This design comes from an exercise in tuning for small area, a short achievable clock period and few clock cycles per item on the open sky130 flow, not from production work. The RTL was checked by simulation tests, not by an equivalence proof against the original design. Power figures rest on the tool's default switching activity, not on a simulated workload.

==> flow/design.v <==
package wtok_pkg;
  localparam int unsigned LENGTH_WIDTH_DEF = 16;
  localparam logic [31:0] FNV_BASIS = 32'h811C_9DC5;
  localparam logic [31:0] FNV_PRIME = 32'h0100_0193;
  localparam logic [7:0] CHR_NUL = 8'h00;
  localparam logic [7:0] CHR_TAB = 8'h09;
  localparam logic [7:0] CHR_LF  = 8'h0A;
  localparam logic [7:0] CHR_VT  = 8'h0B;
  localparam logic [7:0] CHR_FF  = 8'h0C;
  localparam logic [7:0] CHR_CR  = 8'h0D;
  localparam logic [7:0] CHR_SP  = 8'h20;
  localparam logic [15:0] EOS_LENGTH = 16'd4;
  localparam int unsigned QUEUE_DEPTH = 4;
  localparam int unsigned QUEUE_PTR_W = $clog2(QUEUE_DEPTH);
  localparam int unsigned QUEUE_CNT_W = $clog2(QUEUE_DEPTH + 1);
  typedef struct packed {
    logic [7:0] data_byte;
    logic       end_of_input;
  } byte_t;
  typedef struct packed {
    logic [31:0] word_hash;
    logic [15:0] word_length;
    logic        is_eos;
    logic        last;
  } token_t;
  localparam int unsigned TOKEN_W = 50;  
  localparam logic [31:0] EOS_HASH = 32'hD79C_9359;
endpackage
import wtok_pkg::*;
module wtok_room (
  input  logic [1:0] cls,
  input  logic       in_word,
  input  logic [1:0] e_pre,
  input  logic       w_own,
  input  logic       e_post,
  input  logic       take,
  output logic       ok
);
  logic       e_front;
  logic [1:0] e_pre1;
  logic       w_own1;
  logic       e_post1;
  always_comb begin
    e_front = (e_pre != 2'd0);
    e_pre1  = e_pre;
    w_own1  = w_own;
    e_post1 = e_post;
    if (take) begin
      if (e_front) begin
        e_pre1 = e_pre - 2'd1;
      end else if (w_own) begin
        w_own1  = 1'b0;
        e_pre1  = {1'b0, e_post};
        e_post1 = 1'b0;
      end
    end
    case (cls)
      2'd1:    ok = in_word || !w_own;
      2'd2:    ok = in_word || (w_own1 ? !e_post1 : (e_pre1 != 2'd2));
      2'd3:    ok = 1'b1;
      default: ok = 1'b0;
    endcase
  end
endmodule
module word_tokenizer_fnv1a_hasher_top #(
  parameter int unsigned LENGTH_WIDTH = wtok_pkg::LENGTH_WIDTH_DEF
) (
  input  logic   clk,
  input  logic   rst,
  input  logic   byte_valid,
  output logic   byte_ready,
  input  wtok_pkg::byte_t  byte_data,
  output logic   token_valid,
  input  logic   token_ready,
  output wtok_pkg::token_t token_data
);
  localparam logic [1:0] C_NONE = 2'd0;
  localparam logic [1:0] C_WORD = 2'd1;
  localparam logic [1:0] C_LF   = 2'd2;
  localparam logic [1:0] C_END  = 2'd3;
  logic [1:0]  ib_cls;
  logic        ib_b7;
  logic [6:0]  xlo_r;       
  logic                    in_word;
  logic [31:0]             hash_r;
  logic [LENGTH_WIDTH-1:0] len_r;
  logic                    last_r;
  logic [1:0]  e_pre;
  logic        w_own;
  logic        e_post;
  logic        rdy_nt;
  logic        rdy_t;
  logic        e_front;
  logic        word_end;
  logic        imm_w;
  logic        take;
  logic        w_now;       
  logic        w_give;      
  logic        ok;
  logic        hash_upd;
  logic        hash_clr;
  logic        byte_xfer;
  logic        in_space;
  logic [1:0]  in_cls;
  logic [6:0]  in_low;
  logic [31:0] mix_out;
  logic [31:0] mixed;
  logic [6:0]  hlo_n;
  logic [6:0]  xlo_n;
  logic [1:0]  ib_cls_n;
  logic        in_word_n;
  logic [1:0]  e_pre_n;
  logic        w_own_n;
  logic        e_post_n;
  logic        ok_nt_n;
  logic        ok_t_n;
  assign e_front     = (e_pre != 2'd0);
  assign word_end    = in_word && ib_cls[1];
  assign imm_w       = word_end && !e_front;
  assign token_valid = e_front || w_own || imm_w;
  assign take        = token_valid && token_ready;
  assign token_data.word_hash   = e_front ? EOS_HASH : hash_r;
  assign token_data.word_length = e_front ? EOS_LENGTH : 16'(len_r);
  assign token_data.is_eos      = e_front;
  assign token_data.last        = e_front || (w_own ? last_r : ib_cls[0]);
  assign byte_ready = rdy_nt || (token_ready && rdy_t);
  assign byte_xfer  = byte_valid && byte_ready;
  wtok_room u_room (
    .cls(ib_cls), .in_word(in_word), .e_pre(e_pre), .w_own(w_own),
    .e_post(e_post), .take(take), .ok(ok)
  );
  always_comb begin
    w_now    = imm_w && token_ready;
    w_give   = take && !e_front && w_own;
    hash_upd = (ib_cls == C_WORD) && ok;
    hash_clr = w_now || w_give;
    in_space = (byte_data.data_byte == CHR_SP)  || (byte_data.data_byte == CHR_LF) ||
               (byte_data.data_byte == CHR_CR)  || (byte_data.data_byte == CHR_TAB) ||
               (byte_data.data_byte == CHR_VT)  || (byte_data.data_byte == CHR_FF) ||
               (byte_data.data_byte == CHR_NUL);
    if (byte_data.end_of_input)                 in_cls = C_END;
    else if (byte_data.data_byte == CHR_LF)     in_cls = C_LF;
    else if (in_space)                          in_cls = C_END;
    else                                        in_cls = C_WORD;
    in_low = byte_data.data_byte[6:0] ^ {7{byte_data.data_byte[7]}};
    if (byte_xfer)   ib_cls_n = in_cls;
    else if (ok)     ib_cls_n = C_NONE;
    else             ib_cls_n = ib_cls;
    e_pre_n   = e_pre;
    w_own_n   = w_own;
    e_post_n  = e_post;
    in_word_n = in_word;
    if (take && !imm_w) begin
      if (e_front) begin
        e_pre_n = e_pre - 2'd1;
      end else begin
        w_own_n  = 1'b0;
        e_pre_n  = {1'b0, e_post};
        e_post_n = 1'b0;
      end
    end
    if (ok) begin
      case (ib_cls)
        C_WORD: in_word_n = 1'b1;
        C_LF: begin
          in_word_n = 1'b0;
          if (in_word) begin
            if (w_now) begin
              e_pre_n  = e_pre_n + 2'd1;
            end else begin
              w_own_n  = 1'b1;
              e_post_n = 1'b1;
            end
          end else if (w_own_n) begin
            e_post_n = 1'b1;
          end else begin
            e_pre_n  = e_pre_n + 2'd1;
          end
        end
        C_END: begin
          in_word_n = 1'b0;
          if (in_word && !w_now) w_own_n = 1'b1;
        end
        default: ;
      endcase
    end
    mixed = mix_out;
    if (!in_word_n)      hlo_n = FNV_BASIS[6:0];
    else if (hash_upd)   hlo_n = mixed[6:0];
    else                 hlo_n = hash_r[6:0];
    xlo_n = hlo_n ^ in_low;
  end
  fnv_mul u_mul (.x({hash_r[31:7], xlo_r}), .e(ib_b7), .y(mix_out));
  wtok_room u_room_nt (
    .cls(ib_cls_n), .in_word(in_word_n), .e_pre(e_pre_n), .w_own(w_own_n),
    .e_post(e_post_n), .take(1'b0), .ok(ok_nt_n)
  );
  wtok_room u_room_t (
    .cls(ib_cls_n), .in_word(in_word_n), .e_pre(e_pre_n), .w_own(w_own_n),
    .e_post(e_post_n), .take(1'b1), .ok(ok_t_n)
  );
  always_ff @(posedge clk) begin
    if (rst) begin
      ib_cls  <= C_NONE;
      in_word <= 1'b0;
      e_pre   <= 2'd0;
      w_own   <= 1'b0;
      e_post  <= 1'b0;
      rdy_nt  <= 1'b1;
      rdy_t   <= 1'b1;
    end else begin
      ib_cls  <= ib_cls_n;
      in_word <= in_word_n;
      e_pre   <= e_pre_n;
      w_own   <= w_own_n;
      e_post  <= e_post_n;
      rdy_nt  <= (ib_cls_n == C_NONE) || ok_nt_n;
      rdy_t   <= (ib_cls_n == C_NONE) || ok_t_n;
    end
  end
  always_ff @(posedge clk) begin
    if (byte_xfer) begin
      xlo_r <= xlo_n;
      ib_b7 <= byte_data.data_byte[7];
    end
  end
  always_ff @(posedge clk) begin
    if (rst || hash_clr) begin
      hash_r <= FNV_BASIS;
      len_r  <= '0;
    end else if (hash_upd) begin
      hash_r <= mixed;
      if (len_r != '1) begin
        len_r <= len_r + LENGTH_WIDTH'(1);
      end
    end
  end
  always_ff @(posedge clk) begin
    if (ok && word_end && !w_now) begin
      last_r <= (ib_cls == C_END);
    end
  end
endmodule
module fnv_mul (
  input  logic [31:0] x,
  input  logic        e,
  output logic [31:0] y
);
  logic fs0;
  logic fc0;
  logic fs1;
  logic fc1;
  logic fs2;
  logic fc2;
  logic fs3;
  logic fc3;
  logic fs4;
  logic fc4;
  logic fs5;
  logic fc5;
  logic fs6;
  logic fc6;
  logic fs7;
  logic fc7;
  logic fs8;
  logic fc8;
  logic fs9;
  logic fc9;
  logic fs10;
  logic fc10;
  logic fs11;
  logic fc11;
  logic fs12;
  logic fc12;
  logic fs13;
  logic fc13;
  logic fs14;
  logic fc14;
  logic fs15;
  logic fc15;
  logic fs16;
  logic fc16;
  logic fs17;
  logic fc17;
  logic fs18;
  logic fc18;
  logic fs19;
  logic fc19;
  logic fs20;
  logic fc20;
  logic fs21;
  logic fc21;
  logic fs22;
  logic fc22;
  logic fs23;
  logic fc23;
  logic fs24;
  logic fc24;
  logic fs25;
  logic fc25;
  logic fs26;
  logic fc26;
  logic fs27;
  logic fc27;
  logic fs28;
  logic fc28;
  logic fs29;
  logic fc29;
  logic fs30;
  logic fc30;
  logic fs31;
  logic fc31;
  logic fs32;
  logic fc32;
  logic fs33;
  logic fc33;
  logic fs34;
  logic fc34;
  logic fs35;
  logic fc35;
  logic fs36;
  logic fc36;
  logic fs37;
  logic fc37;
  logic fs38;
  logic fc38;
  logic fs39;
  logic fc39;
  logic fs40;
  logic fc40;
  logic fs41;
  logic fc41;
  logic fs42;
  logic fc42;
  logic fs43;
  logic fc43;
  logic fs44;
  logic fc44;
  logic fs45;
  logic fc45;
  logic fs46;
  logic fc46;
  logic fs47;
  logic fc47;
  logic fs48;
  logic fc48;
  logic fs49;
  logic fc49;
  logic fs50;
  logic fc50;
  logic fs51;
  logic fc51;
  logic fs52;
  logic fc52;
  logic fs53;
  logic fc53;
  logic fs54;
  logic fc54;
  logic fs55;
  logic fc55;
  logic fs56;
  logic fc56;
  logic fs57;
  logic fc57;
  logic fs58;
  logic fc58;
  logic fs59;
  logic fc59;
  logic fs60;
  logic fc60;
  logic fs61;
  logic fc61;
  logic fs62;
  logic fc62;
  logic fs63;
  logic fc63;
  logic fs64;
  logic fc64;
  logic fs65;
  logic fc65;
  logic fs66;
  logic fc66;
  logic fs67;
  logic fc67;
  logic fs68;
  logic fc68;
  logic fs69;
  logic fc69;
  logic fs70;
  logic fc70;
  logic fs71;
  logic fc71;
  logic fs72;
  logic fc72;
  logic fs73;
  logic fc73;
  logic fs74;
  logic fc74;
  logic fs75;
  logic fc75;
  logic fs76;
  logic fc76;
  logic fs77;
  logic fc77;
  logic fs78;
  logic fc78;
  logic fs79;
  logic fc79;
  logic fs80;
  logic fc80;
  logic fs81;
  logic fc81;
  logic fs82;
  logic fc82;
  logic fs83;
  logic fc83;
  logic fs84;
  logic fc84;
  logic [31:0] ra, rb;
  assign fs0 = x[4] ^ x[3] ^ x[0];
  assign fc0 = (x[4] & x[3]) | (x[4] & x[0]) | (x[3] & x[0]);
  assign fs1 = x[5] ^ x[4] ^ x[1];
  assign fc1 = (x[5] & x[4]) | (x[5] & x[1]) | (x[4] & x[1]);
  assign fs2 = x[6] ^ x[5] ^ x[2];
  assign fc2 = (x[6] & x[5]) | (x[6] & x[2]) | (x[5] & x[2]);
  assign fs3 = x[7] ^ x[6] ^ x[3];
  assign fc3 = (x[7] & x[6]) | (x[7] & x[3]) | (x[6] & x[3]);
  assign fs4 = x[0] ^ e ^ fc2;
  assign fc4 = (x[0] & e) | (x[0] & fc2) | (e & fc2);
  assign fs5 = x[8] ^ x[7] ^ x[4];
  assign fc5 = (x[8] & x[7]) | (x[8] & x[4]) | (x[7] & x[4]);
  assign fs6 = x[1] ^ x[0] ^ e;
  assign fc6 = (x[1] & x[0]) | (x[1] & e) | (x[0] & e);
  assign fs7 = fc3 ^ fs5 ^ fs6;
  assign fc7 = (fc3 & fs5) | (fc3 & fs6) | (fs5 & fs6);
  assign fs8 = x[9] ^ x[8] ^ x[5];
  assign fc8 = (x[9] & x[8]) | (x[9] & x[5]) | (x[8] & x[5]);
  assign fs9 = x[2] ^ x[1] ^ fc5;
  assign fc9 = (x[2] & x[1]) | (x[2] & fc5) | (x[1] & fc5);
  assign fs10 = fc6 ^ fs8 ^ fc7;
  assign fc10 = (fc6 & fs8) | (fc6 & fc7) | (fs8 & fc7);
  assign fs11 = x[10] ^ x[9] ^ x[6];
  assign fc11 = (x[10] & x[9]) | (x[10] & x[6]) | (x[9] & x[6]);
  assign fs12 = x[3] ^ x[2] ^ fc8;
  assign fc12 = (x[3] & x[2]) | (x[3] & fc8) | (x[2] & fc8);
  assign fs13 = fs11 ^ fc9 ^ fs12;
  assign fc13 = (fs11 & fc9) | (fs11 & fs12) | (fc9 & fs12);
  assign fs14 = x[11] ^ x[10] ^ x[7];
  assign fc14 = (x[11] & x[10]) | (x[11] & x[7]) | (x[10] & x[7]);
  assign fs15 = x[4] ^ x[3] ^ fc11;
  assign fc15 = (x[4] & x[3]) | (x[4] & fc11) | (x[3] & fc11);
  assign fs16 = fs14 ^ fc12 ^ fs15;
  assign fc16 = (fs14 & fc12) | (fs14 & fs15) | (fc12 & fs15);
  assign fs17 = x[12] ^ x[11] ^ x[8];
  assign fc17 = (x[12] & x[11]) | (x[12] & x[8]) | (x[11] & x[8]);
  assign fs18 = x[5] ^ x[4] ^ fc14;
  assign fc18 = (x[5] & x[4]) | (x[5] & fc14) | (x[4] & fc14);
  assign fs19 = fs17 ^ fc15 ^ fs18;
  assign fc19 = (fs17 & fc15) | (fs17 & fs18) | (fc15 & fs18);
  assign fs20 = x[13] ^ x[12] ^ x[9];
  assign fc20 = (x[13] & x[12]) | (x[13] & x[9]) | (x[12] & x[9]);
  assign fs21 = x[6] ^ x[5] ^ fc17;
  assign fc21 = (x[6] & x[5]) | (x[6] & fc17) | (x[5] & fc17);
  assign fs22 = fs20 ^ fc18 ^ fs21;
  assign fc22 = (fs20 & fc18) | (fs20 & fs21) | (fc18 & fs21);
  assign fs23 = x[14] ^ x[13] ^ x[10];
  assign fc23 = (x[14] & x[13]) | (x[14] & x[10]) | (x[13] & x[10]);
  assign fs24 = x[7] ^ x[6] ^ fc20;
  assign fc24 = (x[7] & x[6]) | (x[7] & fc20) | (x[6] & fc20);
  assign fs25 = fs23 ^ fc21 ^ fs24;
  assign fc25 = (fs23 & fc21) | (fs23 & fs24) | (fc21 & fs24);
  assign fs26 = x[15] ^ x[14] ^ x[11];
  assign fc26 = (x[15] & x[14]) | (x[15] & x[11]) | (x[14] & x[11]);
  assign fs27 = x[8] ^ x[7] ^ fc23;
  assign fc27 = (x[8] & x[7]) | (x[8] & fc23) | (x[7] & fc23);
  assign fs28 = fs26 ^ fc24 ^ fs27;
  assign fc28 = (fs26 & fc24) | (fs26 & fs27) | (fc24 & fs27);
  assign fs29 = x[16] ^ x[15] ^ x[12];
  assign fc29 = (x[16] & x[15]) | (x[16] & x[12]) | (x[15] & x[12]);
  assign fs30 = x[9] ^ x[8] ^ fc26;
  assign fc30 = (x[9] & x[8]) | (x[9] & fc26) | (x[8] & fc26);
  assign fs31 = fs29 ^ fc27 ^ fs30;
  assign fc31 = (fs29 & fc27) | (fs29 & fs30) | (fc27 & fs30);
  assign fs32 = x[17] ^ x[16] ^ x[13];
  assign fc32 = (x[17] & x[16]) | (x[17] & x[13]) | (x[16] & x[13]);
  assign fs33 = x[10] ^ x[9] ^ fc29;
  assign fc33 = (x[10] & x[9]) | (x[10] & fc29) | (x[9] & fc29);
  assign fs34 = fs32 ^ fc30 ^ fs33;
  assign fc34 = (fs32 & fc30) | (fs32 & fs33) | (fc30 & fs33);
  assign fs35 = x[18] ^ x[17] ^ x[14];
  assign fc35 = (x[18] & x[17]) | (x[18] & x[14]) | (x[17] & x[14]);
  assign fs36 = x[11] ^ x[10] ^ fc32;
  assign fc36 = (x[11] & x[10]) | (x[11] & fc32) | (x[10] & fc32);
  assign fs37 = fs35 ^ fc33 ^ fs36;
  assign fc37 = (fs35 & fc33) | (fs35 & fs36) | (fc33 & fs36);
  assign fs38 = x[19] ^ x[18] ^ x[15];
  assign fc38 = (x[19] & x[18]) | (x[19] & x[15]) | (x[18] & x[15]);
  assign fs39 = x[12] ^ x[11] ^ fc35;
  assign fc39 = (x[12] & x[11]) | (x[12] & fc35) | (x[11] & fc35);
  assign fs40 = fs38 ^ fc36 ^ fs39;
  assign fc40 = (fs38 & fc36) | (fs38 & fs39) | (fc36 & fs39);
  assign fs41 = x[20] ^ x[19] ^ x[16];
  assign fc41 = (x[20] & x[19]) | (x[20] & x[16]) | (x[19] & x[16]);
  assign fs42 = x[13] ^ x[12] ^ fc38;
  assign fc42 = (x[13] & x[12]) | (x[13] & fc38) | (x[12] & fc38);
  assign fs43 = fs41 ^ fc39 ^ fs42;
  assign fc43 = (fs41 & fc39) | (fs41 & fs42) | (fc39 & fs42);
  assign fs44 = x[21] ^ x[20] ^ x[17];
  assign fc44 = (x[21] & x[20]) | (x[21] & x[17]) | (x[20] & x[17]);
  assign fs45 = x[14] ^ x[13] ^ fc41;
  assign fc45 = (x[14] & x[13]) | (x[14] & fc41) | (x[13] & fc41);
  assign fs46 = fs44 ^ fc42 ^ fs45;
  assign fc46 = (fs44 & fc42) | (fs44 & fs45) | (fc42 & fs45);
  assign fs47 = x[22] ^ x[21] ^ x[18];
  assign fc47 = (x[22] & x[21]) | (x[22] & x[18]) | (x[21] & x[18]);
  assign fs48 = x[15] ^ x[14] ^ fc44;
  assign fc48 = (x[15] & x[14]) | (x[15] & fc44) | (x[14] & fc44);
  assign fs49 = fs47 ^ fc45 ^ fs48;
  assign fc49 = (fs47 & fc45) | (fs47 & fs48) | (fc45 & fs48);
  assign fs50 = x[23] ^ x[22] ^ x[19];
  assign fc50 = (x[23] & x[22]) | (x[23] & x[19]) | (x[22] & x[19]);
  assign fs51 = x[16] ^ x[15] ^ fc47;
  assign fc51 = (x[16] & x[15]) | (x[16] & fc47) | (x[15] & fc47);
  assign fs52 = fs50 ^ fc48 ^ fs51;
  assign fc52 = (fs50 & fc48) | (fs50 & fs51) | (fc48 & fs51);
  assign fs53 = x[24] ^ x[23] ^ x[20];
  assign fc53 = (x[24] & x[23]) | (x[24] & x[20]) | (x[23] & x[20]);
  assign fs54 = x[17] ^ x[16] ^ x[0];
  assign fc54 = (x[17] & x[16]) | (x[17] & x[0]) | (x[16] & x[0]);
  assign fs55 = e ^ fc50 ^ fs53;
  assign fc55 = (e & fc50) | (e & fs53) | (fc50 & fs53);
  assign fs56 = fs54 ^ fc51 ^ fs55;
  assign fc56 = (fs54 & fc51) | (fs54 & fs55) | (fc51 & fs55);
  assign fs57 = x[25] ^ x[24] ^ x[21];
  assign fc57 = (x[25] & x[24]) | (x[25] & x[21]) | (x[24] & x[21]);
  assign fs58 = x[18] ^ x[17] ^ x[1];
  assign fc58 = (x[18] & x[17]) | (x[18] & x[1]) | (x[17] & x[1]);
  assign fs59 = fc53 ^ fc54 ^ fs57;
  assign fc59 = (fc53 & fc54) | (fc53 & fs57) | (fc54 & fs57);
  assign fs60 = fs58 ^ fc55 ^ fs59;
  assign fc60 = (fs58 & fc55) | (fs58 & fs59) | (fc55 & fs59);
  assign fs61 = x[26] ^ x[25] ^ x[22];
  assign fc61 = (x[26] & x[25]) | (x[26] & x[22]) | (x[25] & x[22]);
  assign fs62 = x[19] ^ x[18] ^ x[2];
  assign fc62 = (x[19] & x[18]) | (x[19] & x[2]) | (x[18] & x[2]);
  assign fs63 = fc57 ^ fc58 ^ fs61;
  assign fc63 = (fc57 & fc58) | (fc57 & fs61) | (fc58 & fs61);
  assign fs64 = fs62 ^ fc59 ^ fs63;
  assign fc64 = (fs62 & fc59) | (fs62 & fs63) | (fc59 & fs63);
  assign fs65 = x[27] ^ x[26] ^ x[23];
  assign fc65 = (x[27] & x[26]) | (x[27] & x[23]) | (x[26] & x[23]);
  assign fs66 = x[20] ^ x[19] ^ x[3];
  assign fc66 = (x[20] & x[19]) | (x[20] & x[3]) | (x[19] & x[3]);
  assign fs67 = fc61 ^ fc62 ^ fs65;
  assign fc67 = (fc61 & fc62) | (fc61 & fs65) | (fc62 & fs65);
  assign fs68 = fs66 ^ fc63 ^ fs67;
  assign fc68 = (fs66 & fc63) | (fs66 & fs67) | (fc63 & fs67);
  assign fs69 = x[28] ^ x[27] ^ x[24];
  assign fc69 = (x[28] & x[27]) | (x[28] & x[24]) | (x[27] & x[24]);
  assign fs70 = x[21] ^ x[20] ^ x[4];
  assign fc70 = (x[21] & x[20]) | (x[21] & x[4]) | (x[20] & x[4]);
  assign fs71 = fc65 ^ fc66 ^ fs69;
  assign fc71 = (fc65 & fc66) | (fc65 & fs69) | (fc66 & fs69);
  assign fs72 = fs70 ^ fc67 ^ fs71;
  assign fc72 = (fs70 & fc67) | (fs70 & fs71) | (fc67 & fs71);
  assign fs73 = x[29] ^ x[28] ^ x[25];
  assign fc73 = (x[29] & x[28]) | (x[29] & x[25]) | (x[28] & x[25]);
  assign fs74 = x[22] ^ x[21] ^ x[5];
  assign fc74 = (x[22] & x[21]) | (x[22] & x[5]) | (x[21] & x[5]);
  assign fs75 = fc69 ^ fc70 ^ fs73;
  assign fc75 = (fc69 & fc70) | (fc69 & fs73) | (fc70 & fs73);
  assign fs76 = fs74 ^ fc71 ^ fs75;
  assign fc76 = (fs74 & fc71) | (fs74 & fs75) | (fc71 & fs75);
  assign fs77 = x[30] ^ x[29] ^ x[26];
  assign fc77 = (x[30] & x[29]) | (x[30] & x[26]) | (x[29] & x[26]);
  assign fs78 = x[23] ^ x[22] ^ x[6];
  assign fc78 = (x[23] & x[22]) | (x[23] & x[6]) | (x[22] & x[6]);
  assign fs79 = fc73 ^ fc74 ^ fs77;
  assign fc79 = (fc73 & fc74) | (fc73 & fs77) | (fc74 & fs77);
  assign fs80 = fs78 ^ fc75 ^ fs79;
  assign fc80 = (fs78 & fc75) | (fs78 & fs79) | (fc75 & fs79);
  assign fs81 = x[31] ^ x[30] ^ x[27];
  assign fc81 = (x[31] & x[30]) | (x[31] & x[27]) | (x[30] & x[27]);
  assign fs82 = x[24] ^ x[23] ^ x[7];
  assign fc82 = (x[24] & x[23]) | (x[24] & x[7]) | (x[23] & x[7]);
  assign fs83 = fc77 ^ fc78 ^ fs81;
  assign fc83 = (fc77 & fc78) | (fc77 & fs81) | (fc78 & fs81);
  assign fs84 = fs82 ^ fc79 ^ fs83;
  assign fc84 = (fs82 & fc79) | (fs82 & fs83) | (fc79 & fs83);
  assign ra[0] = x[0];
  assign rb[0] = e;
  assign ra[1] = x[1];
  assign rb[1] = x[0];
  assign ra[2] = x[2];
  assign rb[2] = x[1];
  assign ra[3] = x[3];
  assign rb[3] = x[2];
  assign ra[4] = e;
  assign rb[4] = fs0;
  assign ra[5] = fc0;
  assign rb[5] = fs1;
  assign ra[6] = fc1;
  assign rb[6] = fs2;
  assign ra[7] = fs3;
  assign rb[7] = fs4;
  assign ra[8] = fc4;
  assign rb[8] = fs7;
  assign ra[9] = fs9;
  assign rb[9] = fs10;
  assign ra[10] = fc10;
  assign rb[10] = fs13;
  assign ra[11] = fc13;
  assign rb[11] = fs16;
  assign ra[12] = fc16;
  assign rb[12] = fs19;
  assign ra[13] = fc19;
  assign rb[13] = fs22;
  assign ra[14] = fc22;
  assign rb[14] = fs25;
  assign ra[15] = fc25;
  assign rb[15] = fs28;
  assign ra[16] = fc28;
  assign rb[16] = fs31;
  assign ra[17] = fc31;
  assign rb[17] = fs34;
  assign ra[18] = fc34;
  assign rb[18] = fs37;
  assign ra[19] = fc37;
  assign rb[19] = fs40;
  assign ra[20] = fc40;
  assign rb[20] = fs43;
  assign ra[21] = fc43;
  assign rb[21] = fs46;
  assign ra[22] = fc46;
  assign rb[22] = fs49;
  assign ra[23] = fc49;
  assign rb[23] = fs52;
  assign ra[24] = fc52;
  assign rb[24] = fs56;
  assign ra[25] = fc56;
  assign rb[25] = fs60;
  assign ra[26] = fc60;
  assign rb[26] = fs64;
  assign ra[27] = fc64;
  assign rb[27] = fs68;
  assign ra[28] = fc68;
  assign rb[28] = fs72;
  assign ra[29] = fc72;
  assign rb[29] = fs76;
  assign ra[30] = fc76;
  assign rb[30] = fs80;
  assign ra[31] = fc80;
  assign rb[31] = fs84;
  logic [31:0] g0, p0;
  assign g0 = ra & rb;
  assign p0 = ra ^ rb;
  logic gc0;
  assign gc0 = g0[0] | (p0[0] & e);
  logic gn1, pn1;
  assign gn1 = g0[1] | (p0[1] & gc0);
  assign pn1 = p0[1] & p0[0];
  logic gn2, pn2;
  assign gn2 = g0[3] | (p0[3] & g0[2]);
  assign pn2 = p0[3] & p0[2];
  logic gn3, pn3;
  assign gn3 = g0[5] | (p0[5] & g0[4]);
  assign pn3 = p0[5] & p0[4];
  logic gn4, pn4;
  assign gn4 = g0[7] | (p0[7] & g0[6]);
  assign pn4 = p0[7] & p0[6];
  logic gn5, pn5;
  assign gn5 = g0[9] | (p0[9] & g0[8]);
  assign pn5 = p0[9] & p0[8];
  logic gn6, pn6;
  assign gn6 = g0[11] | (p0[11] & g0[10]);
  assign pn6 = p0[11] & p0[10];
  logic gn7, pn7;
  assign gn7 = g0[13] | (p0[13] & g0[12]);
  assign pn7 = p0[13] & p0[12];
  logic gn8, pn8;
  assign gn8 = g0[15] | (p0[15] & g0[14]);
  assign pn8 = p0[15] & p0[14];
  logic gn9, pn9;
  assign gn9 = g0[17] | (p0[17] & g0[16]);
  assign pn9 = p0[17] & p0[16];
  logic gn10, pn10;
  assign gn10 = g0[19] | (p0[19] & g0[18]);
  assign pn10 = p0[19] & p0[18];
  logic gn11, pn11;
  assign gn11 = g0[21] | (p0[21] & g0[20]);
  assign pn11 = p0[21] & p0[20];
  logic gn12, pn12;
  assign gn12 = g0[23] | (p0[23] & g0[22]);
  assign pn12 = p0[23] & p0[22];
  logic gn13, pn13;
  assign gn13 = g0[25] | (p0[25] & g0[24]);
  assign pn13 = p0[25] & p0[24];
  logic gn14, pn14;
  assign gn14 = g0[27] | (p0[27] & g0[26]);
  assign pn14 = p0[27] & p0[26];
  logic gn15, pn15;
  assign gn15 = g0[29] | (p0[29] & g0[28]);
  assign pn15 = p0[29] & p0[28];
  logic gn16, pn16;
  assign gn16 = g0[31] | (p0[31] & g0[30]);
  assign pn16 = p0[31] & p0[30];
  logic gn17, pn17;
  assign gn17 = g0[2] | (p0[2] & gn1);
  assign pn17 = p0[2] & pn1;
  logic gn18, pn18;
  assign gn18 = gn2 | (pn2 & gn1);
  assign pn18 = pn2 & pn1;
  logic gn19, pn19;
  assign gn19 = g0[6] | (p0[6] & gn3);
  assign pn19 = p0[6] & pn3;
  logic gn20, pn20;
  assign gn20 = gn4 | (pn4 & gn3);
  assign pn20 = pn4 & pn3;
  logic gn21, pn21;
  assign gn21 = g0[10] | (p0[10] & gn5);
  assign pn21 = p0[10] & pn5;
  logic gn22, pn22;
  assign gn22 = gn6 | (pn6 & gn5);
  assign pn22 = pn6 & pn5;
  logic gn23, pn23;
  assign gn23 = g0[14] | (p0[14] & gn7);
  assign pn23 = p0[14] & pn7;
  logic gn24, pn24;
  assign gn24 = gn8 | (pn8 & gn7);
  assign pn24 = pn8 & pn7;
  logic gn25, pn25;
  assign gn25 = g0[18] | (p0[18] & gn9);
  assign pn25 = p0[18] & pn9;
  logic gn26, pn26;
  assign gn26 = gn10 | (pn10 & gn9);
  assign pn26 = pn10 & pn9;
  logic gn27, pn27;
  assign gn27 = g0[22] | (p0[22] & gn11);
  assign pn27 = p0[22] & pn11;
  logic gn28, pn28;
  assign gn28 = gn12 | (pn12 & gn11);
  assign pn28 = pn12 & pn11;
  logic gn29, pn29;
  assign gn29 = g0[26] | (p0[26] & gn13);
  assign pn29 = p0[26] & pn13;
  logic gn30, pn30;
  assign gn30 = gn14 | (pn14 & gn13);
  assign pn30 = pn14 & pn13;
  logic gn31, pn31;
  assign gn31 = g0[30] | (p0[30] & gn15);
  assign pn31 = p0[30] & pn15;
  logic gn32, pn32;
  assign gn32 = gn16 | (pn16 & gn15);
  assign pn32 = pn16 & pn15;
  logic gn33, pn33;
  assign gn33 = g0[4] | (p0[4] & gn18);
  assign pn33 = p0[4] & pn18;
  logic gn34, pn34;
  assign gn34 = gn3 | (pn3 & gn18);
  assign pn34 = pn3 & pn18;
  logic gn35, pn35;
  assign gn35 = gn19 | (pn19 & gn18);
  assign pn35 = pn19 & pn18;
  logic gn36, pn36;
  assign gn36 = gn20 | (pn20 & gn18);
  assign pn36 = pn20 & pn18;
  logic gn37, pn37;
  assign gn37 = g0[12] | (p0[12] & gn22);
  assign pn37 = p0[12] & pn22;
  logic gn38, pn38;
  assign gn38 = gn7 | (pn7 & gn22);
  assign pn38 = pn7 & pn22;
  logic gn39, pn39;
  assign gn39 = gn23 | (pn23 & gn22);
  assign pn39 = pn23 & pn22;
  logic gn40, pn40;
  assign gn40 = gn24 | (pn24 & gn22);
  assign pn40 = pn24 & pn22;
  logic gn41, pn41;
  assign gn41 = g0[20] | (p0[20] & gn26);
  assign pn41 = p0[20] & pn26;
  logic gn42, pn42;
  assign gn42 = gn11 | (pn11 & gn26);
  assign pn42 = pn11 & pn26;
  logic gn43, pn43;
  assign gn43 = gn27 | (pn27 & gn26);
  assign pn43 = pn27 & pn26;
  logic gn44, pn44;
  assign gn44 = gn28 | (pn28 & gn26);
  assign pn44 = pn28 & pn26;
  logic gn45, pn45;
  assign gn45 = g0[28] | (p0[28] & gn30);
  assign pn45 = p0[28] & pn30;
  logic gn46, pn46;
  assign gn46 = gn15 | (pn15 & gn30);
  assign pn46 = pn15 & pn30;
  logic gn47, pn47;
  assign gn47 = gn31 | (pn31 & gn30);
  assign pn47 = pn31 & pn30;
  logic gn48, pn48;
  assign gn48 = gn32 | (pn32 & gn30);
  assign pn48 = pn32 & pn30;
  logic gn49, pn49;
  assign gn49 = g0[8] | (p0[8] & gn36);
  assign pn49 = p0[8] & pn36;
  logic gn50, pn50;
  assign gn50 = gn5 | (pn5 & gn36);
  assign pn50 = pn5 & pn36;
  logic gn51, pn51;
  assign gn51 = gn21 | (pn21 & gn36);
  assign pn51 = pn21 & pn36;
  logic gn52, pn52;
  assign gn52 = gn22 | (pn22 & gn36);
  assign pn52 = pn22 & pn36;
  logic gn53, pn53;
  assign gn53 = gn37 | (pn37 & gn36);
  assign pn53 = pn37 & pn36;
  logic gn54, pn54;
  assign gn54 = gn38 | (pn38 & gn36);
  assign pn54 = pn38 & pn36;
  logic gn55, pn55;
  assign gn55 = gn39 | (pn39 & gn36);
  assign pn55 = pn39 & pn36;
  logic gn56, pn56;
  assign gn56 = gn40 | (pn40 & gn36);
  assign pn56 = pn40 & pn36;
  logic gn57, pn57;
  assign gn57 = g0[24] | (p0[24] & gn44);
  assign pn57 = p0[24] & pn44;
  logic gn58, pn58;
  assign gn58 = gn13 | (pn13 & gn44);
  assign pn58 = pn13 & pn44;
  logic gn59, pn59;
  assign gn59 = gn29 | (pn29 & gn44);
  assign pn59 = pn29 & pn44;
  logic gn60, pn60;
  assign gn60 = gn30 | (pn30 & gn44);
  assign pn60 = pn30 & pn44;
  logic gn61, pn61;
  assign gn61 = gn45 | (pn45 & gn44);
  assign pn61 = pn45 & pn44;
  logic gn62, pn62;
  assign gn62 = gn46 | (pn46 & gn44);
  assign pn62 = pn46 & pn44;
  logic gn63, pn63;
  assign gn63 = gn47 | (pn47 & gn44);
  assign pn63 = pn47 & pn44;
  logic gn64, pn64;
  assign gn64 = gn48 | (pn48 & gn44);
  assign pn64 = pn48 & pn44;
  logic gn65, pn65;
  assign gn65 = g0[16] | (p0[16] & gn56);
  assign pn65 = p0[16] & pn56;
  logic gn66, pn66;
  assign gn66 = gn9 | (pn9 & gn56);
  assign pn66 = pn9 & pn56;
  logic gn67, pn67;
  assign gn67 = gn25 | (pn25 & gn56);
  assign pn67 = pn25 & pn56;
  logic gn68, pn68;
  assign gn68 = gn26 | (pn26 & gn56);
  assign pn68 = pn26 & pn56;
  logic gn69, pn69;
  assign gn69 = gn41 | (pn41 & gn56);
  assign pn69 = pn41 & pn56;
  logic gn70, pn70;
  assign gn70 = gn42 | (pn42 & gn56);
  assign pn70 = pn42 & pn56;
  logic gn71, pn71;
  assign gn71 = gn43 | (pn43 & gn56);
  assign pn71 = pn43 & pn56;
  logic gn72, pn72;
  assign gn72 = gn44 | (pn44 & gn56);
  assign pn72 = pn44 & pn56;
  logic gn73, pn73;
  assign gn73 = gn57 | (pn57 & gn56);
  assign pn73 = pn57 & pn56;
  logic gn74, pn74;
  assign gn74 = gn58 | (pn58 & gn56);
  assign pn74 = pn58 & pn56;
  logic gn75, pn75;
  assign gn75 = gn59 | (pn59 & gn56);
  assign pn75 = pn59 & pn56;
  logic gn76, pn76;
  assign gn76 = gn60 | (pn60 & gn56);
  assign pn76 = pn60 & pn56;
  logic gn77, pn77;
  assign gn77 = gn61 | (pn61 & gn56);
  assign pn77 = pn61 & pn56;
  logic gn78, pn78;
  assign gn78 = gn62 | (pn62 & gn56);
  assign pn78 = pn62 & pn56;
  logic gn79, pn79;
  assign gn79 = gn63 | (pn63 & gn56);
  assign pn79 = pn63 & pn56;
  logic gn80, pn80;
  assign gn80 = gn64 | (pn64 & gn56);
  assign pn80 = pn64 & pn56;
  logic [31:0] pe;
  assign pe = p0 ^ {32{e}};
  assign y[0] = pe[0] ^ e;
  assign y[1] = pe[1] ^ gc0;
  assign y[2] = pe[2] ^ gn1;
  assign y[3] = pe[3] ^ gn17;
  assign y[4] = pe[4] ^ gn18;
  assign y[5] = pe[5] ^ gn33;
  assign y[6] = pe[6] ^ gn34;
  assign y[7] = pe[7] ^ gn35;
  assign y[8] = pe[8] ^ gn36;
  assign y[9] = pe[9] ^ gn49;
  assign y[10] = pe[10] ^ gn50;
  assign y[11] = pe[11] ^ gn51;
  assign y[12] = pe[12] ^ gn52;
  assign y[13] = pe[13] ^ gn53;
  assign y[14] = pe[14] ^ gn54;
  assign y[15] = pe[15] ^ gn55;
  assign y[16] = pe[16] ^ gn56;
  assign y[17] = pe[17] ^ gn65;
  assign y[18] = pe[18] ^ gn66;
  assign y[19] = pe[19] ^ gn67;
  assign y[20] = pe[20] ^ gn68;
  assign y[21] = pe[21] ^ gn69;
  assign y[22] = pe[22] ^ gn70;
  assign y[23] = pe[23] ^ gn71;
  assign y[24] = pe[24] ^ gn72;
  assign y[25] = pe[25] ^ gn73;
  assign y[26] = pe[26] ^ gn74;
  assign y[27] = pe[27] ^ gn75;
  assign y[28] = pe[28] ^ gn76;
  assign y[29] = pe[29] ^ gn77;
  assign y[30] = pe[30] ^ gn78;
  assign y[31] = pe[31] ^ gn79;
endmodule
==> flow/flow/run.sh <==
#!/bin/bash
# Layout flow: the standard flow, with two changes between its steps.
#  1. After the standard synthesis, flow/fapol.py re-chooses the polarity of
#     each full adder cell (a full adder is self-dual) to drop the inverters
#     that Yosys's adder extraction leaves between them. Registers and all
#     other cells are untouched.
#  2. Ports are buffered with sky130_fd_sc_hd__buf_2 instead of the
#     flow's default buffer cell (every port still gets its own buffer).
# Each tool's output goes to a log file of its own in this folder.
set -euo pipefail
R=orfs/results/sky130hd/word_tokenizer_fnv1a_hasher_top/base
bash standard.sh synth > 1_standard_synth.log 2>&1
cp $R/1_2_yosys.v 1_2_yosys.standard.v
python3 flow/fapol.py 1_2_yosys.standard.v $R/1_2_yosys.v > 2_fapol.log 2>&1
touch $R/1_2_yosys.v
bash standard.sh BUFFER_PORTS_ARGS="-buffer_cell sky130_fd_sc_hd__buf_1" finish > 3_standard_finish.log 2>&1
==> flow/flow/fapol.py <==
#!/usr/bin/env python3
"""Choose the polarity of each full adder cell in a Yosys netlist so that as
few inverters as possible remain.

A full adder is self-dual: complementing its three inputs complements its sum
and carry. Yosys's adder extraction leaves many inverters between full
adders; this picks, for every fa cell, whether to build it on complemented
inputs (giving complemented outputs), then rebuilds the inverters: at most
one per signal, from the signal's net. Only inverters are removed or added
and only fa inputs are rewired; registers and all other cells are unchanged.

usage: fapol.py IN.v OUT.v
"""
import re, sys, random

src = open(sys.argv[1]).read()
m = re.search(r'^module\s+(\S+)\((.*?)\);\n', src, re.M | re.S)
head_end = m.end()
end_mod = src.rindex('endmodule')
body = src[head_end:end_mod]

decl_re = re.compile(r'^\s*(input|output|inout|wire)\s+(\[\d+:\d+\]\s+)?(\S+)\s*;\s*$', re.M)
inst_re = re.compile(r'^\s*(sky130_fd_sc_hd__\w+)\s+(\S+)\s*\((.*?)\);\s*$', re.M | re.S)
pin_re = re.compile(r'\.(\w+)\(\s*(.*?)\s*\)\s*(?:,|$)', re.S)

decls = []
ports = set()
for d in decl_re.finditer(body):
    decls.append(d.group(0))
    if d.group(1) in ('output',):
        rng = d.group(2)
        name = d.group(3)
        if rng:
            hi, lo = map(int, re.findall(r'\d+', rng))
            for i in range(min(hi, lo), max(hi, lo) + 1):
                ports.add(f'{name}[{i}]')
        else:
            ports.add(name)

OUTPINS = {'X', 'Y', 'Q', 'Q_N', 'SUM', 'COUT', 'HI', 'LO'}
cells = []
for c in inst_re.finditer(body):
    typ, name, pins = c.group(1), c.group(2), c.group(3)
    conn = {}
    for p in pin_re.finditer(pins):
        conn[p.group(1)] = p.group(2).strip()
    cells.append({'type': typ, 'name': name, 'conn': conn})

def is_inv(c):
    return re.match(r'sky130_fd_sc_hd__(clk)?inv_\d+$', c['type']) is not None

def norm(n):
    return n.strip()

driver = {}
for c in cells:
    for p, n in c['conn'].items():
        if p in OUTPINS:
            driver[norm(n)] = (c, p)

# inverters that drive a port stay as they are (treated as ordinary cells)
invs = [c for c in cells if is_inv(c) and norm(c['conn']['Y']) not in ports]
inv_set = set(id(c) for c in invs)

def resolve(n):
    n = norm(n); p = 0
    while n in driver and id(driver[n][0]) in inv_set:
        n = norm(driver[n][0]['conn']['A']); p ^= 1
    return n, p

fas = [c for c in cells if c['type'].startswith('sky130_fd_sc_hd__fa_')]
fa_idx = {id(c): i for i, c in enumerate(fas)}
sig_fa = {}                      # signal net -> fa index that drives it
for i, c in enumerate(fas):
    sig_fa[norm(c['conn']['SUM'])] = i
    sig_fa[norm(c['conn']['COUT'])] = i

# consumers: (cell, pin, signal, polarity)
cons = []
for c in cells:
    if id(c) in inv_set:
        continue
    for p, n in c['conn'].items():
        if p in OUTPINS:
            continue
        s, pol = resolve(n)
        cons.append((c, p, s, pol))
# signals that reach a port other than through kept cells: freeze their fa
frozen = set()
for n in ports:
    s, pol = resolve(n)
    if s in sig_fa and (s != norm(n)):
        frozen.add(sig_fa[s])

by_sig = {}
for k, (c, p, s, pol) in enumerate(cons):
    by_sig.setdefault(s, []).append(k)
fa_sigs = [set() for _ in fas]
for k, (c, p, s, pol) in enumerate(cons):
    if id(c) in fa_idx:
        fa_sigs[fa_idx[id(c)]].add(s)
    if s in sig_fa:
        fa_sigs[sig_fa[s]].add(s)

flip = [0] * len(fas)

def sig_cost(s):
    phi = flip[sig_fa[s]] if s in sig_fa else 0
    for k in by_sig.get(s, []):
        c, p, _, pol = cons[k]
        eff = pol ^ (flip[fa_idx[id(c)]] if id(c) in fa_idx else 0)
        if eff != phi:
            return 1
    return 0

def total():
    return sum(sig_cost(s) for s in by_sig)

before = total()
best = before
random.seed(1)
order = list(range(len(fas)))
for rnd in range(50):
    improved = False
    random.shuffle(order)
    for i in order:
        if i in frozen:
            continue
        old = sum(sig_cost(s) for s in fa_sigs[i])
        flip[i] ^= 1
        new = sum(sig_cost(s) for s in fa_sigs[i])
        if new < old or (new == old and random.random() < 0.1):
            improved = improved or new < old
        else:
            flip[i] ^= 1
    cur = total()
    if cur < best:
        best = cur
    if not improved and rnd > 10:
        break
after = total()

def esc(n):
    n = norm(n)
    return n + ' ' if n.startswith('\\') else n

# rebuild: drop resolved inverters, one new inverter per signal that needs it
inv_of = {}
new_wires, new_cells = [], []
kept_inv_type = {}
for c in invs:
    s, _ = resolve(c['conn']['Y'])
    kept_inv_type.setdefault(s, c['type'])
cnt = 0
def inv_net(s):
    global cnt
    if s not in inv_of:
        cnt += 1
        w = f'_fapol_{cnt}_'
        inv_of[s] = w
        new_wires.append(f'  wire {w};')
        t = kept_inv_type.get(s, 'sky130_fd_sc_hd__inv_1')
        new_cells.append(f'  {t} _fapol_inv_{cnt}_ (\n    .A({esc(s)}),\n    .Y({w})\n  );')
    return inv_of[s]

for k, (c, p, s, pol) in enumerate(cons):
    phi = flip[sig_fa[s]] if s in sig_fa else 0
    eff = pol ^ (flip[fa_idx[id(c)]] if id(c) in fa_idx else 0)
    c['conn'][p] = s if eff == phi else inv_net(s)

dead = set(norm(c['conn']['Y']) for c in invs)
out = [src[:head_end]]
for d in decls:
    mm = decl_re.match(d)
    if mm.group(1) == 'wire' and not mm.group(2) and norm(mm.group(3)) in dead:
        continue
    out.append(d + '\n')
out += [w + '\n' for w in new_wires]
for c in cells:
    if id(c) in inv_set:
        continue
    pins = ',\n'.join(f'    .{p}({esc(n)})' for p, n in c['conn'].items())
    out.append(f"  {c['type']} {c['name']} (\n{pins}\n  );\n")
out += [x + '\n' for x in new_cells]
out.append(src[end_mod:])
open(sys.argv[2], 'w').write(''.join(out))
print(f'fapol: {len(fas)} full adders, {sum(flip)} flipped, {len(frozen)} frozen; '
      f'inverters {len(invs)} -> {len(inv_of)} (signal cost {before} -> {after})')
==> flow/standard.sh <==
#!/bin/bash
# synth_recipe.tcl (not shown) runs the flow's synth.tcl, then flattens the netlist and writes it again
# the make line also repeats each setting of config.mk as NAME=value (left out here)
make -C /OpenROAD-flow-scripts/flow DESIGN_CONFIG=/design/flow/config.mk WORK_HOME=/design/flow/orfs CLKGATE_MAP_FILE= SYNTH_SCRIPT=/design/flow/synth_recipe.tcl "${@:-finish}"
==> flow/config.mk <==
export PLATFORM = sky130hd
export DESIGN_NAME = word_tokenizer_fnv1a_hasher_top
export DESIGN_NICKNAME = word_tokenizer_fnv1a_hasher_top
export VERILOG_FILES = /design/flow/design.v
export SDC_FILE = /design/flow/constraint.sdc
export NUM_CORES = 4
export LEC_CHECK = 0
export CAP_MARGIN = 20
export CORE_MARGIN = 2
export CORE_UTILIZATION = 40
export SETUP_SLACK_MARGIN = 2.5
export SLEW_MARGIN = 20
==> flow/constraint.sdc <==
create_clock -name core_clock -period 6.5 [get_ports {clk}]
set_input_delay 1.3000 -clock core_clock [delete_from_list [all_inputs] [get_ports {clk}]]
set_output_delay 1.3000 -clock core_clock [all_outputs]
set_load 0.01 [all_outputs]
==> metrics.md, run 1 <==
| Metric | Value |
|---|---|
| Worst setup SP type | `register` |
| Sinks on the clock net | `66` |
| Iter 0 DRT Violations | `189` |
| Worst Path Class, Setup | `register to register` |
| CTS Buf Count | `9` |
| PD cells | `300 nW/um^2` |
| Core area | `15800 sq um` |
| Worst path buffer plus inverter count | `1` |
| DRC errors left | `0` |
| Number of diodes | `0` |
| Synthesized Nets | `~800` |
| Slowest cell on the critical path | `sky130_fd_sc_hd__fa_1` |
| Type of the most critical hold path | `register to register` |
| Setup repair after global routing missed its margin | `true` |
| Vias/cell | `5.20` |
| Drt wl/cell | `16.7 um` |
| Post-layout util | `0.476` |
| Cell mode on critical path | `sky130_fd_sc_hd__fa_1` |
| Site row count | `46` |
| Most common cell after layout, fill and taps aside | `sky130_fd_sc_hd__fa_1` |
| Antenna violation net count after detailed routing | `0` |
| Via count | `5006` |
| Area Growth Syn to Fin | `17.1%` |
| Final-report setup violation count | `0` |
| Required time at the worst-slack endpoint | `approximately 6.7 ns` |
| Synthesized instance count | `671` |
| Cell breakdown of the critical path | `fa_2 -> fa_1 -> fa_1 -> ha_4 -> a21oi_1 -> o21ai_1 -> nor3_2 -> nand3_4 -> a31o_4 -> a221oi_4 -> buf_4 -> xnor2_1 -> a211oi_1` |
| Final Non-Filler Cells | `963` |
| Gp weighted congestion | `0.898` |
| Layout cells sized above 1 | `0.124` |
| Final critical delay including setup and external delays | `between 3 and 4 ns` |
| Clock insertion delay at the later pin of the skew report | `0.34 ns` |
| Largest net degree at the start of global routing | `about 40` |
| Syn avg cell area | `9.55 sq um` |
| CTS Root Cell | `sky130_fd_sc_hd__clkbuf_16` |
| Global-route wire length before repair | `25900 um` |
| Die height | `131 um` |
| Number of global-route vias before repair | `5099` |
| All-layer global routing usage | `0.199` |
| Final count of pins violating max slew | `0` |
| IO buf count | `64` |
| Gate family responsible for the most delay along the worst path | `adder cells` |
| Data arrival time at the worst-slack endpoint | `about 4.1 ns` |
| Remaining max-slew budget at the tightest pin | `0.469` |
| Number of hold violations in the final report | `0` |
| Endpoint type of the worst setup path | `register` |
| Transition time at the pin with the least slew margin | `a little under 0.8 ns` |
| Skew final | `0.00675 ns` |
| Antenna violations before repair | `0` |
| Total power | `2.25 mW` |
| Initial cell density of the core | `0.406` |
| Maximum VDD drop | `0.138 mV` |
| Number of warnings issued by yosys | `2` |
| I/O pins | `65` |
| Total of fill cells in the finished design | `1499` |
| Sum of overflow across all layers after global routing | `0` |
| First-pass iteration count of the detailed router | `4` |
| Clock Path Buffers | `2` |
| Max capacitance violation total | `0` |
| Area taken by flip-flops and latches | `1450 sq um` |
| Post-layout nets | `approximately 870` |
| Post-synthesis instance area | `6410 sq um` |
| H-tree levels | `3` |
| Clock tree from TritonCTS | `yes` |
| Full die area | `roughly 17000 sq um` |
| Critical path startpoint | `hash_r[12]$_SDFFE_PP1P_` |
| Reg2Reg Setup Slack | `2.62 ns` |
| Max Clock Freq | `258 MHz` |
| Largest incremental delay on the critical path | `0.58 ns` |
| Total leakage power | `2.84 nW` |
| Setup total negative slack | `0 ns` |
| Startpoint of the most critical register-to-register path | `hash_r[12]$_SDFFE_PP1P_` |
| Multi-input gate area in the final layout | `4970 sq um` |
| Crit-path max FO | `7` |
| Placed cell count | `between 900 and 1k` |
| Final Routed Wirelength | `roughly 16000 um` |
| Tcrit/Tclk final | `0.596` |
| Die width | `between 100 and 150 um` |
| HPWL after detailed placement | `12100 um` |
| HP Start | `hash_r[2]$_SDFFE_PP1P_` |
| Post-CTS clock slew at the launch and capture registers of the worst setup and hold paths | `around 0.060 ns` |
| Outcome | `no timing/DRC/antenna violations` |
| Leading cell types in the layout, fill and taps excluded | `72 x sky130_fd_sc_hd__fa_1, 70 x sky130_fd_sc_hd__xnor2_1, 67 x sky130_fd_sc_hd__nor2_1` |
-- repair_timing --
item	4_1_cts	5_1_grt
buffers inserted	9	7
hold endpoints to repair	0	0
endpoints found under the setup margin	9	9
pin swaps	3	18
resized for setup	17	39
hold buffers	0	0
-- per-layer routing --
layer / vias to the layer above / routed length, um / global-route usage
met3: 14 / 717 / 0.0371
met4: 0 / 183 / 0.0432
met2: 100 / 8100 / 0.351
met1: 2485 / 7060 / 0.254
met5: - / 0 / 0
li1: 2407 / - / -
-- power breakdown --
| group | internal (mW) | switching, mW |
|---|---|---|
| combinational | 0.628 | 0.673 |
| sequential | 0.427 | 0.0278 |
| clock | 0.298 | 0.196 |
| total | 1.35 | 0.897 |
-- worst register-to-register path, cell delays in order, from the launching register on --
cell and delay, ns:
sky130_fd_sc_hd__dfxtp_4 0.39, sky130_fd_sc_hd__fa_2 0.40, sky130_fd_sc_hd__fa_1 0.46, sky130_fd_sc_hd__fa_1 0.58, sky130_fd_sc_hd__ha_4 0.23, sky130_fd_sc_hd__a21oi_1 0.15, sky130_fd_sc_hd__o21ai_1 0.10, sky130_fd_sc_hd__nor3_2 0.27
sky130_fd_sc_hd__nand3_4 0.12, sky130_fd_sc_hd__a31o_4 0.27, sky130_fd_sc_hd__a221oi_4 0.38, sky130_fd_sc_hd__buf_4 0.18, sky130_fd_sc_hd__xnor2_1 0.11, sky130_fd_sc_hd__a211oi_1 0.08
-- final timing paths --
check / to / cells past startpoint
hold / removal: hash_r[2]$_SDFFE_PP1P_ / 2
hold reg to reg: hash_r[2]$_SDFFE_PP1P_ / 2
setup / recovery: hash_r[28]$_SDFFE_PP0P_ / 13
setup reg to reg: hash_r[28]$_SDFFE_PP0P_ / 13
-- metrics by stage --
| stage | worst slack [ns] | hold WS [ns] | cell area [sq um] |
|---|---|---|---|
| floorplan | 2.65 | 0.428 | 6410 |
| global placement | 2.32 | 0.446 | 6860 |
| detailed placement | 2.22 | 0.450 | 6860 |
| CTS | 2.50 | 0.463 | 7280 |
| global route | 2.47 | 0.493 | 7500 |
| finish | 2.62 | 0.457 | 7500 |
-- cell type report --
type | count | area share
clock inverters | 6 | 0.00900
repair buffers | 86 | 0.0540
well taps | 216 | 0.0360
flip-flops and latches | 66 | 0.193
inverters | 30 | 0.0150
clock buffers | 10 | 0.0305
multi-input cells | 549 | 0.663
-- registers in the layout, summed over array words and instances (netlist names), 2 cells and up --
| name | count |
|---|---|
| e_pre | 2 |
| hash_r | 32 |
| ib_cls | 2 |
| len_r | 16 |
| xlo_r | 7 |
Testbench counts, summed over its fixed seeds: cycles 24,016, bytes 24,000.
==> run 2, diff against run 1 <==
--- a/flow/config.mk
+++ b/flow/config.mk
@@ -10,3 +10,3 @@
 export CORE_UTILIZATION = 40
-export SETUP_SLACK_MARGIN = 2.5
+export SETUP_SLACK_MARGIN = 2.0
 export SLEW_MARGIN = 20
==> run 2 against run 1 <==
Clock power is essentially flat. Still clean. Non-clock buffer count down 15. Die area stayed put. Sequential share of layout area grew 0.46 points. Clock-buffer cell count is the same. Fmax down 9.4%. Area after synthesis unchanged. Synthesized cell count is the same. Global-route usage down 0.26 points.
==> metrics.md, run 2 <==
| Metric | Value |
|---|---|
| Outcome | `no timing/DRC/antenna violations` |
| IO buf count | `64 (unchanged)` |
| Post-CTS clock slew at the launch and capture registers of the worst setup and hold paths | `0.06 ns (about the same)` |
| Die height | `131 um (unchanged)` |
| Largest net degree at the start of global routing | `41 (unchanged)` |
| Die width | `131 um (unchanged)` |
| Sinks on the clock net | `66 (unchanged)` |
| I/O pins | `65 (unchanged)` |
| Type of the most critical hold path | `register to register` |
| Tcrit/Tclk final | `0.658 (+0.0615)` |
| Worst Path Class, Setup | `register to register` |
| Post-layout nets | `859 (-1.7%)` |
| Sum of overflow across all layers after global routing | `0 (unchanged)` |
| Clock insertion delay at the later pin of the skew report | `0.34 ns (about the same)` |
| Antenna violations before repair | `0 (unchanged)` |
| Required time at the worst-slack endpoint | `6.76 ns (+0.06 ns)` |
| Full die area | `17000 sq um (unchanged)` |
| Syn avg cell area | `9.55 sq um (unchanged)` |
| Fin Hold WS | `0.460 ns (+0.00295 ns)` |
| Site row count | `46 (unchanged)` |
| CTS Root Cell | `sky130_fd_sc_hd__clkbuf_16` |
| Number of hold violations in the final report | `0 (unchanged)` |
| Drt wl/cell | `16.4 um (-1.7%)` |
| Initial cell density of the core | `0.406 (unchanged)` |
| Clock tree from TritonCTS | `yes` |
| Most common cell after layout, fill and taps aside | `sky130_fd_sc_hd__fa_1` |
| Post-synthesis instance area | `6410 sq um (unchanged)` |
| Max capacitance violation total | `0 (unchanged)` |
| Layout cells sized above 1 | `0.0519 (-0.0726)` |
| Number of global-route vias before repair | `5054 (-0.88%)` |
| Total leakage power | `2.75 nW (-2.9%)` |
| Max Clock Freq | `234 MHz (-9.4%)` |
| Synthesized Nets | `803 (unchanged)` |
| Maximum VDD drop | `0.135 mV (-1.7%)` |
| Setup total negative slack | `0 ns (unchanged)` |
| Biggest register | `hash_r` |
| Gp weighted congestion | `0.898 (unchanged)` |
| Transition time at the pin with the least slew margin | `0.827 ns (+0.0311 ns)` |
| Iter 0 DRT Violations | `181 (-4.2%)` |
| Skew final | `0.00817 ns (+0.00142 ns)` |
| Number of warnings issued by yosys | `2 (unchanged)` |
| PD cells | `291 nW/um^2 (-2.9%)` |
| Number of diodes | `0 (unchanged)` |
| Final-report setup violation count | `0 (unchanged)` |
| Data arrival time at the worst-slack endpoint | `4.53 ns (+0.46 ns)` |
| Number of flip-flops under the largest register name | `32 (unchanged)` |
| Crit-path max FO | `6 (-1)` |
| Endpoint type of the worst setup path | `register` |
| Core area | `15800 sq um (unchanged)` |
| Final critical delay including setup and external delays | `4.28 ns (+0.400 ns)` |
| HPWL after detailed placement | `12100 um (unchanged)` |
| CTS Buf Count | `9 (unchanged)` |
| Worst setup SP type | `register` |
| Remaining max-slew budget at the tightest pin | `0.448 (-0.0208)` |
| Vias/cell | `5.20 (about the same)` |
| Largest registers in the final layout | `hash_r: 32 flops, len_r: 16 flops, xlo_r: 7 flops` |
| Total of fill cells in the finished design | `1541 (+2.8%)` |
| First-pass iteration count of the detailed router | `5 (+1)` |
| Setup repair after global routing missed its margin | `false` |
| Synthesized instance count | `671 (unchanged)` |
| Global-route wire length before repair | `25600 um (-1.0%)` |
| All-layer global routing usage | `0.196 (-0.00261)` |
| Final Routed Wirelength | `15500 um (-3.3%)` |
| Clock Path Buffers | `2 (unchanged)` |
| Leading cell types in the layout, fill and taps excluded | `81 x sky130_fd_sc_hd__fa_1, 70 x sky130_fd_sc_hd__xnor2_1, 67 x sky130_fd_sc_hd__nor2_1` |
| DRC errors left | `0 (unchanged)` |
| Area Growth Syn to Fin | `11.9%` |
| H-tree levels | `3 (unchanged)` |
| Final count of pins violating max slew | `0 (unchanged)` |
| Via count | `4932 (-1.5%)` |
| Post-layout util | `0.455 (-0.0209)` |
| Total power | `2.09 mW (-7.2%)` |
| Antenna violation net count after detailed routing | `0 (unchanged)` |
[run 2: worst paths after layout]
check / end / cells after the start / startpoint / slack (ns)
worst max-delay path: hash_r[28]$_SDFFE_PP0P_ / 13 / xlo_r[0]$_DFFE_PP_ / 2.22
worst min-delay path: hash_r[2]$_SDFFE_PP1P_ / 2 / hash_r[2]$_SDFFE_PP1P_ / 0.46
worst max register to register: hash_r[28]$_SDFFE_PP0P_ / 13 / xlo_r[0]$_DFFE_PP_ / 2.22
worst min register to register: hash_r[2]$_SDFFE_PP1P_ / 2 / hash_r[2]$_SDFFE_PP1P_ / 0.46
[run 2: where the power goes]
group	switching, mW	leakage [nW]	internal, mW
registers	0.0346	0.550	0.428
clock network	0.196	0.139	0.298
logic	0.606	2.07	0.525
total	0.836	2.75	1.25
[run 2: worst max-delay path, stage by stage, from the launching register on]
cell                       delay, ns
sky130_fd_sc_hd__edfxtp_1       0.57
sky130_fd_sc_hd__fa_1           0.59
sky130_fd_sc_hd__fa_1           0.43
sky130_fd_sc_hd__fa_1           0.39
sky130_fd_sc_hd__ha_1           0.36
sky130_fd_sc_hd__a21o_1         0.17
sky130_fd_sc_hd__a21o_1         0.19
sky130_fd_sc_hd__nand3_1        0.09
sky130_fd_sc_hd__nand3_1        0.19
sky130_fd_sc_hd__a31o_2         0.37
sky130_fd_sc_hd__a221oi_4       0.38
sky130_fd_sc_hd__buf_4          0.17
sky130_fd_sc_hd__xnor2_1        0.06
sky130_fd_sc_hd__a211oi_1       0.21
[run 2: cell type report]
class,instances,area [sq um],share of cell area
clock inverter,6,67.6,0.00942
clock buffer,10,229,0.0319
timing repair buffer,71,293,0.0408
multi-input combinational,549,4790,0.667
tap,216,270,0.0377
sequential,66,1420,0.197
inverter,30,113,0.0157
[run 2: timing repair]
item | in CTS | in global routing
buffers inserted | 0 | 1
setup endpoints to repair | 0 | 3
gates resized for setup | 0 | 4
hold buffers | 0 | 0
[run 2: through the flow]
stage	area, sq um	setup slack, ns	std cells
4_1_cts	7160	2.20	947
5_1_grt	7170	2.01	948
3_5_place_dp	6860	2.22	931
6_report	7170	2.22	948
2_1_floorplan	6410	2.65	671
3_3_place_gp	6860	2.32	931
[run 2: per-layer routing]
metal  part of all wire  track usage  vias to the layer above
met5                  0            0                        -
li1                   -            -                     2375
met4              0.010       0.0432                        0
met1               0.46        0.250                     2459
met2               0.50        0.347                       86
met3              0.035       0.0366                       12
==> run 3, diff against run 2 <==
--- a/flow/config.mk
+++ b/flow/config.mk
@@ -9,4 +9,4 @@
 export CORE_MARGIN = 2
-export CORE_UTILIZATION = 40
-export SETUP_SLACK_MARGIN = 2.0
+export CORE_UTILIZATION = 60
+export SETUP_SLACK_MARGIN = 2.5
 export SLEW_MARGIN = 20
==> run 3 against run 2 <==
Final area is 1.9% higher. Worst setup slack better by 0.33 ns. Register-to-register slack better by 0.33 ns. Largest power group unchanged. Critical path type unchanged. Area after synthesis stayed put.
==> metrics.md, run 3 <==
| Metric | Value |
|---|---|
| Multi-input gate area in the final layout | `4950 sq um (+3.3%)` |
| H-tree levels | `3 (unchanged)` |
| Type of the most critical hold path | `register to register` |
| Area Growth Syn to Fin | `14.1%` |
| Setup repair after global routing missed its margin | `true` |
| Post-CTS clock slew at the launch and capture registers of the worst setup and hold paths | `0.09 ns (+0.03 ns)` |
| HPWL after detailed placement | `11500 um (-5.1%)` |
| Total of fill cells in the finished design | `822 (-47%)` |
| Syn avg cell area | `9.55 sq um (unchanged)` |
| Die height | `107 um (-18%)` |
| Die width | `107 um (-18%)` |
| Sinks on the clock net | `66 (unchanged)` |
| Final Routed Wirelength | `15900 um (+2.2%)` |
| Data arrival time at the worst-slack endpoint | `4.19 ns (-0.34 ns)` |
| IO buf count | `64 (unchanged)` |
| Cell depth of the worst min-delay path | `2 (unchanged)` |
| Maximum VDD drop | `0.141 mV (+4.5%)` |
| CTS Root Cell | `sky130_fd_sc_hd__clkbuf_8` |
| Max Clock Freq | `253 MHz (+8.3%)` |
| Full die area | `11500 sq um (-32%)` |
| Worst setup SP type | `register` |
| Clock insertion delay at the later pin of the skew report | `0.38 ns (+0.04 ns)` |
| CTS Buf Count | `9 (unchanged)` |
| Worst r2r path cells | `14 (+1)` |
| Antenna violation net count after detailed routing | `0 (unchanged)` |
| Layout cells sized above 1 | `0.115 (+0.0634)` |
| End point of the most critical hold path | `hash_r[0]$_SDFFE_PP1P_` |
| Iter 0 DRT Violations | `254 (+40%)` |
| All-layer global routing usage | `0.295 (+0.0987)` |
| Endpoint of the worst register-to-register path | `hash_r[30]$_SDFFE_PP0P_` |
| Number of global-route vias before repair | `5167 (+2.2%)` |
| Final critical delay including setup and external delays | `3.95 ns (-0.327 ns)` |
| Area taken by flip-flops and latches | `1450 sq um (+2.1%)` |
| Leading cell types in the layout, fill and taps excluded | `74 x sky130_fd_sc_hd__fa_1, 69 x sky130_fd_sc_hd__xnor2_1, 67 x sky130_fd_sc_hd__nor2_1` |
| Final-report setup violation count | `0 (unchanged)` |
| Post-layout nets | `873 (+1.6%)` |
| Transition time at the pin with the least slew margin | `0.734 ns (-0.0929 ns)` |
| Reg2Reg Setup Slack | `2.55 ns (+0.33 ns)` |
| Final count of pins violating max slew | `0 (unchanged)` |
| HP Start | `hash_r[0]$_SDFFE_PP1P_` |
| Post-synthesis instance area | `6410 sq um (unchanged)` |
| Sum of overflow across all layers after global routing | `0 (unchanged)` |
| Global-route wire length before repair | `25900 um (+1.1%)` |
| Cts hold-fix bufs | `0 (unchanged)` |
| Biggest register | `hash_r` |
| Clock tree from TritonCTS | `yes` |
| Endpoint type of the worst setup path | `register` |
| Required time at the worst-slack endpoint | `6.74 ns (-0.02 ns)` |
| PD cells | `299 nW/um^2 (+2.9%)` |
| Total power | `2.19 mW (+4.9%)` |
| Antenna violations before repair | `0 (unchanged)` |
| Remaining max-slew budget at the tightest pin | `0.511 (+0.0626)` |
| Number of warnings issued by yosys | `2 (unchanged)` |
| DRC errors left | `0 (unchanged)` |
| Site row count | `37 (-20%)` |
| Drt wl/cell | `18.0 um (+9.8%)` |
| Clock Path Buffers | `2 (unchanged)` |
| Max capacitance violation total | `0 (unchanged)` |
| Largest net degree at the start of global routing | `41 (unchanged)` |
| Number of flip-flops under the largest register name | `32 (unchanged)` |
| Synthesized Nets | `803 (unchanged)` |
| Setup total negative slack | `0 ns (unchanged)` |
| Skew final | `0.0130 ns (+0.00486 ns)` |
| Outcome | `no timing/DRC/antenna violations` |
| Largest registers in the final layout | `hash_r: 32 flops, len_r: 16 flops, xlo_r: 7 flops` |
| Total leakage power | `2.81 nW (+2.2%)` |
| Worst Path Class, Setup | `register to register` |
| Tcrit/Tclk final | `0.608 (-0.0503)` |
| Number of hold violations in the final report | `0 (unchanged)` |
| Vias/cell | `5.75 (+11%)` |
| Crit-path max FO | `8 (+2)` |
| Startpoint of the most critical register-to-register path | `hash_r[7]$_SDFFE_PP1P_` |
| I/O pins | `65 (unchanged)` |
| First-pass iteration count of the detailed router | `5 (unchanged)` |
| Synthesized instance count | `671 (unchanged)` |
| Via count | `5071 (+2.8%)` |
| Core area | `10400 sq um (-34%)` |
| Gp weighted congestion | `0.896 (-0.31%)` |
| Number of diodes | `0 (unchanged)` |
| Initial cell density of the core | `0.618 (+0.212)` |
| Most common cell after layout, fill and taps aside | `sky130_fd_sc_hd__fa_1` |
[run 3: worst max path at each step]
stage,start,end,slack (ns),cells after the start
after global routing,hash_r[7]$_SDFFE_PP1P_,hash_r[29]$_SDFFE_PP0P_,2.36,13
after CTS,hash_r[8]$_SDFFE_PP1P_,hash_r[31]$_SDFFE_PP1P_,2.50,13
after global placement,xlo_r[5]$_DFFE_PP_,hash_r[29]$_SDFFE_PP0P_,2.37,13
after floorplan,xlo_r[5]$_DFFE_PP_,hash_r[29]$_SDFFE_PP0P_,2.65,13
final,hash_r[7]$_SDFFE_PP1P_,hash_r[30]$_SDFFE_PP0P_,2.55,14
after detailed placement,hash_r[8]$_SDFFE_PP1P_,hash_r[29]$_SDFFE_PP0P_,2.28,13
[run 3: final cells by class]
cell class	instances	area share
sequential	66	0.198
clock inverter	4	0.0101
clock buffer	12	0.0212
multi-input combinational	549	0.676
timing repair buffer	85	0.0561
tap	136	0.0233
inverter	30	0.0154
[run 3: per-layer routing]
layer / track usage / wire length (um)
met3: 0.0581 / 815
met5: 0 / 0
met4: 0.0971 / 294
met2: 0.474 / 7720
met1: 0.402 / 7040
[run 3: worst max-delay path, stage by stage, from the launching register on]
cell                        delay, ns
sky130_fd_sc_hd__dfxtp_4         0.41
sky130_fd_sc_hd__fa_1            0.48
sky130_fd_sc_hd__fa_1            0.59
sky130_fd_sc_hd__fa_1            0.42
sky130_fd_sc_hd__ha_1            0.35
sky130_fd_sc_hd__nand3_1         0.17
sky130_fd_sc_hd__nor4_2          0.07
sky130_fd_sc_hd__o21ai_1         0.13
sky130_fd_sc_hd__nand3_2         0.16
sky130_fd_sc_hd__a31o_4          0.30
sky130_fd_sc_hd__a221oi_4        0.33
sky130_fd_sc_hd__buf_4           0.18
sky130_fd_sc_hd__o21ai_1         0.06
sky130_fd_sc_hd__o2111ai_1       0.09
sky130_fd_sc_hd__a31oi_1         0.06
[run 3: repair_timing]
action                                  4_1_cts  5_1_grt
endpoints found under the setup margin       10        9
pin swaps                                     3       20
gates resized for setup                      19       30
buffers inserted                              7       10
[run 3: report_power, final]
part / total, mW / switching, mW / leakage [nW] / internal, mW
clock: 0.413 / 0.176 / 0.117 / 0.237
sequential: 0.455 / 0.0289 / 0.551 / 0.426
combinational: 1.32 / 0.682 / 2.15 / 0.640
[run 3: through the flow]
stage	std cells	area, sq um	setup slack (ns)	hold WS, ns	util
2_1_floorplan	671	6410	2.65	0.428	-
3_3_place_gp	849	6750	2.37	0.453	0.651
3_5_place_dp	849	6750	2.28	0.468	0.651
4_1_cts	872	7090	2.50	0.487	0.683
5_1_grt	882	7310	2.36	0.520	0.705
6_report	882	7310	2.55	0.484	0.705

Re-timed with assumed drivers on the ports (clkbuf_16 on the clock, buf_2 on other inputs), run 3 has 2.551 ns of setup slack against 2.551 ns with ideal ports, and 2.551 ns once port delays also move by the mid clock arrival of 0.413 ns.
